From an optimization exercise on the open Yosys and OpenROAD flow, aimed at small area and a short achievable clock period; shortcuts taken in it are not production practice.
In this exercise RTL edits were held to simulation tests only and were not proved equivalent to the original.
The clock port is modelled as an ideal driver; clocking choices that lean on that would not hold on a real chip.
Power and IR drop assume default switching activity.

==> flow/design.v <==
module data_mem_responder #(
    parameter int ADDR_WIDTH = 6
) (
    input  logic        CLK,
    input  logic        reset,
    input  logic [31:0] Addressmem,
    input  logic [31:0] WriteDataMem,
    input  logic        memWrite,
    input  logic        memRead,
    output logic [31:0] ReadDataMem,
    output logic        memReady,
    output logic        memError,
    output logic        memStall,
    output logic [1:0]  fsm_state_o
);
    localparam int DEPTH = 2 ** ADDR_WIDTH;
    logic busy_q, ph_q, resp_q;
    logic wen_q;                        
    logic err_q;                        
    logic [ADDR_WIDTH-1:0] idx_q;       
    logic [31:0] rdata_q;
    logic [DEPTH*32-1:0] mem_q;
    logic req, err;
    assign req = memRead | memWrite;
    assign err = (Addressmem[1:0] != 2'b00)
               | (Addressmem[31:ADDR_WIDTH+2] != '0)
               | (memRead & memWrite);
    always_ff @(posedge CLK or negedge reset) begin
        if (!reset) begin
            busy_q <= 1'b0;
            ph_q   <= 1'b0;
            resp_q <= 1'b0;
            wen_q  <= 1'b0;
        end else begin
            busy_q <= (~busy_q & ~resp_q & req) | (busy_q & ~ph_q);
            ph_q   <= busy_q & ~ph_q;
            resp_q <= busy_q & ph_q;
            wen_q  <= busy_q & ~ph_q & memWrite & ~err;
        end
    end
    always_ff @(posedge CLK) begin
        idx_q <= Addressmem[ADDR_WIDTH+1:2];
        err_q <= err;
    end
    logic [DEPTH-1:0] sel;
    always_comb begin
        for (int w = 0; w < DEPTH; w++) sel[w] = (idx_q == w[ADDR_WIDTH-1:0]);
    end
    always_ff @(posedge CLK) begin
        for (int w = 0; w < DEPTH; w++) begin
            if (wen_q & sel[w]) mem_q[w*32 +: 32] <= WriteDataMem;
        end
    end
    logic [31:0] rd;
    always_comb begin
        rd = '0;
        for (int w = 0; w < DEPTH; w++) rd = rd | ({32{sel[w]}} & mem_q[w*32 +: 32]);
    end
    always_ff @(posedge CLK) begin
        rdata_q <= err_q ? 32'd0 : rd;
    end
    assign ReadDataMem = rdata_q;
    assign memReady    = resp_q;
    assign memError    = resp_q & err_q;
    assign memStall    = req & ~resp_q;
    assign fsm_state_o = {resp_q, busy_q};
endmodule
clock: 4.6 ns
lec_check: 0
cap_margin: 20
core_margin: 2
core_utilization: 45
setup_slack_margin: 1.4
slew_margin: 20
tns_end_percent: 100
run.sh (not shown) runs the stock make flow with config.mk's settings and CLKGATE_MAP_FILE= SYNTH_SCRIPT=/design/flow/synth_recipe.tcl, a recipe that flattens the netlist after the stock synthesis.
Next try:
SETUP_SLACK_MARGIN = 2.0   (was 1.4)
Die area stays the same.
Core utilization is higher by 1.8 points.
Final area goes up by about 3.3%.
Routed wire length rose by 6.7%.
Via count came out higher by about 4.7%.
Count of clock-buffer cells in the layout is higher by 3.
Final cell count rises by about 2.8%.
Power is about the same.
Synthesized cell count stays the same.
Critical path depth rises by 2.
Worst setup slack is better by 0.48 ns.


Setup of amber:
Another version of the RTL of data_mem_responder (not shown whole).
For scale: roughly 4,000 cells after synthesis, ~2,200 flip-flops, roughly 110 I/O pins.
Settings: LEC_CHECK=0, CAP_MARGIN=20, CORE_MARGIN=2, CORE_UTILIZATION=45, CTS_CLUSTER_DIAMETER=80, CTS_CLUSTER_SIZE=30, SETUP_SLACK_MARGIN=2.25, SLEW_MARGIN=20, TNS_END_PERCENT=100, BUFFER_PORTS_ARGS=-buffer_cell sky130_fd_sc_hd__buf_4, CTS_ARGS=-sink_clustering_enable -repair_clock_nets -sink_clustering_size 30 -sink_clustering_max_diameter 80 -dont_use_dummy_load; clock period 4.6 ns.
standard.sh (not shown) runs the stock make flow with config.mk's settings and CLKGATE_MAP_FILE= SYNTH_SCRIPT=/design/flow/synth_recipe.tcl, a recipe that flattens the netlist after the stock synthesis.
==> flow/flow/run.sh <==
#!/bin/bash
# Standard layout, with the port buffers made from buf_4 instead of the library's default pick,
# and a clock tree built without dummy balancing loads.
set -e
cat >> config.mk <<'CFG'
export BUFFER_PORTS_ARGS = -buffer_cell sky130_fd_sc_hd__buf_4
export CTS_ARGS = -sink_clustering_enable -repair_clock_nets -sink_clustering_size 30 -sink_clustering_max_diameter 80 -dont_use_dummy_load
CFG
bash standard.sh > standard.log 2>&1
diff inputs: amber => xenon
Settings: SETUP_SLACK_MARGIN: 2.25 -> 2.8.
### Flow results
xenon finished all stages; the layout is clean. Per the comparison of xenon with amber, total number of vias now larger, global-route usage now larger, total placed instance area now larger. Run comparison: xenon cell at the slowest stage of the critical path dfrtp_1; amber cell at the slowest stage of the critical path and2_2. On total power, amber and xenon are neck and neck. The post-layout net count of xenon exceeds that of amber by 353.
What raven does differently from xenon at the input level:
Settings: SETUP_SLACK_MARGIN now 2.4, was 2.8; CORE_UTILIZATION now 62, was 45.
Notes after the runs:
- Compare raven and xenon | critical path depth lower: xenon
- Compare raven and xenon | final standard cell utilization of the core lower: xenon
- Wire: raven routes less than xenon
- From xenon to raven the numbers moved as follows: via count decreased by 4.0% relative to the old numbers; total chip power decreased by 2.2% relative to the old numbers; time the final worst path needs with I/O delays and setup increased by 31 ps relative to the old numbers.
- Instance count after placement with tap cells included: higher on xenon
- xenon reports its kind of critical path as flop to output port while raven reports flop to flop.
- | CTS buffer count | raven vs xenon | about 12% lower |
Edits applied to the flow inputs when going from raven to fjord:
Settings: POST_CTS_TCL now /design/flow/flow/post_cts.tcl, previously not set.
--- a/flow/flow/run.sh
+++ b/flow/flow/run.sh
@@ -3 +3 @@
-# and a clock tree built without dummy balancing loads.
+# a clock tree built without dummy balancing loads, and a second setup repair after CTS.
@@ -5 +5 @@
-cat >> config.mk <<'CFG'
+cat >> config.mk <<CFG
@@ -7,0 +8 @@
+export POST_CTS_TCL = $PWD/flow/post_cts.tcl
==> flow/flow/post_cts.tcl (new file) <==
# Second setup-repair pass after CTS, then legalize again.
estimate_parasitics -placement
repair_timing -setup -setup_margin 2.4 -repair_tns 100 -verbose
detailed_placement
check_placement -verbose
estimate_parasitics -placement
report_worst_slack
### Flow results
As far as sequential cell count goes, raven and fjord are indistinguishable; the numbers are identical. Reported for fjord and raven, wire length of the first global-routing pass turned out identical to the last digit. On total number of tap cells, fjord tracks raven almost exactly. Reported for fjord and raven, post-synthesis net count turned out identical to the last digit. Delta (fjord minus raven): met1 routed wirelength after detailed routing ~0 delta, total area of multi-input combinational cells ~0 delta, sequential cell area share ~0 delta, power ~0 delta. Per the comparison of fjord with raven, number of enable flip-flop cells after synthesis comparable, worst-case setup margin in the final layout comparable.
Setup changes, fjord to cedar
Settings: POST_CTS_TCL removed (was /design/flow/flow/post_cts.tcl); CTS_CLUSTER_DIAMETER removed (was 80); CTS_ARGS changed from -sink_clustering_enable -repair_clock_nets -sink_clustering_size 30 -sink_clustering_max_diameter 80 -dont_use_dummy_load to -sink_clustering_enable -repair_clock_nets -sink_clustering_size 25 -sink_clustering_max_diameter 60 -dont_use_dummy_load; CTS_CLUSTER_SIZE removed (was 30).
==> flow/flow/run.sh <==
#!/bin/bash
# Standard layout, with the port buffers made from buf_4 instead of the library's default pick,
# and a clock tree of smaller sink clusters built without dummy balancing loads.
set -e
cat >> config.mk <<'CFG'
export BUFFER_PORTS_ARGS = -buffer_cell sky130_fd_sc_hd__buf_4
export CTS_ARGS = -sink_clustering_enable -repair_clock_nets -sink_clustering_size 25 -sink_clustering_max_diameter 60 -dont_use_dummy_load
CFG
bash standard.sh > standard.log 2>&1
removed: flow/flow/post_cts.tcl
--- outcome ---
Shortest clock period the worst path allows after layout: cedar vs fjord up 31 ps
Vias: cedar above fjord
cedar -> fjord: number of clock sinks delta 0, exact match
Clock power was higher in cedar than in fjord.
Between cedar and fjord, the relative area change from synthesis to final layout is higher for cedar.
[inputs] ember vs cedar
Settings: CTS_CLUSTER_DIAMETER newly set to 80; CTS_ARGS changed from -sink_clustering_enable -repair_clock_nets -sink_clustering_size 25 -sink_clustering_max_diameter 60 -dont_use_dummy_load to -sink_clustering_enable -repair_clock_nets -sink_clustering_size 30 -sink_clustering_max_diameter 80 -dont_use_dummy_load; CORE_UTILIZATION changed from 62 to 45; CTS_CLUSTER_SIZE newly set to 30.
==> flow/flow/run.sh <==
#!/bin/bash
# Standard layout, with the port buffers made from buf_4 instead of the library's default pick,
# and a clock tree built without dummy balancing loads.
set -e
cat >> config.mk <<'CFG'
export BUFFER_PORTS_ARGS = -buffer_cell sky130_fd_sc_hd__buf_4
export CTS_ARGS = -sink_clustering_enable -repair_clock_nets -sink_clustering_size 30 -sink_clustering_max_diameter 80 -dont_use_dummy_load
CFG
bash standard.sh > standard.log 2>&1
### Flow results
Compared with cedar, ember shows a minimum hold slack that is 12 ps lower. Compared with cedar, ember shows number of tap cells added at floorplan higher by about 40%. Clock group share of total power: ember vs cedar down 3.5 points. Cmp ember vs cedar: non-clock buffer count lower in ember. The wire length of the first global-routing pass on ember is in line with that on cedar. Of the two values seen for worst setup path endpoint, part_lo_q[29] was produced by ember and memStall by cedar. Higher via count goes to cedar over ember.

==> what the ideal ports hide <==
No port has a modelled driver above. Below, the same layouts with a new extraction and two added sets of constraints.
Step 1 assumes that a clkbuf_16 drives the clock port and a buf_2 every other input.
Step 2 times the ports against the registers' clock, not the clock port: input delays grow and output delays shrink by t, the midpoint of the rising clock arrivals with the driver on.
Slacks: ideal / step 1 / step 2; pairs: ideal / step 1.
| run | t, ns | setup slack, ns | worst slew at a driven data input, ns |
|---|---|---|---|
| the first run of note 1 | 0.929 | 1.382 / 1.382 / 1.382 | 0.07 |
| the second run of note 1 | 0.939 | 1.867 / 1.867 / 1.867 | 0.13 |
| amber | 0.810 | 1.993 / 1.993 / 1.462 | 0.09 |
| xenon | 0.814 | 2.318 / 2.241 / 2.184 | 0.22 |
| raven | 0.770 | 2.287 / 2.287 / 1.682 | 0.13 |
| fjord | 0.770 | 2.287 / 2.287 / 1.682 | 0.13 |
| cedar | 0.857 | 2.255 / 2.179 / 1.760 | 0.13 |
| ember | 0.817 | 2.295 / 2.262 / 1.663 | 0.09 |
After both steps setup and hold are still met in every run listed. For ember, which loses most, drivers alone change the setup slack by -0.033 ns; drivers and shift together by -0.632 ns.
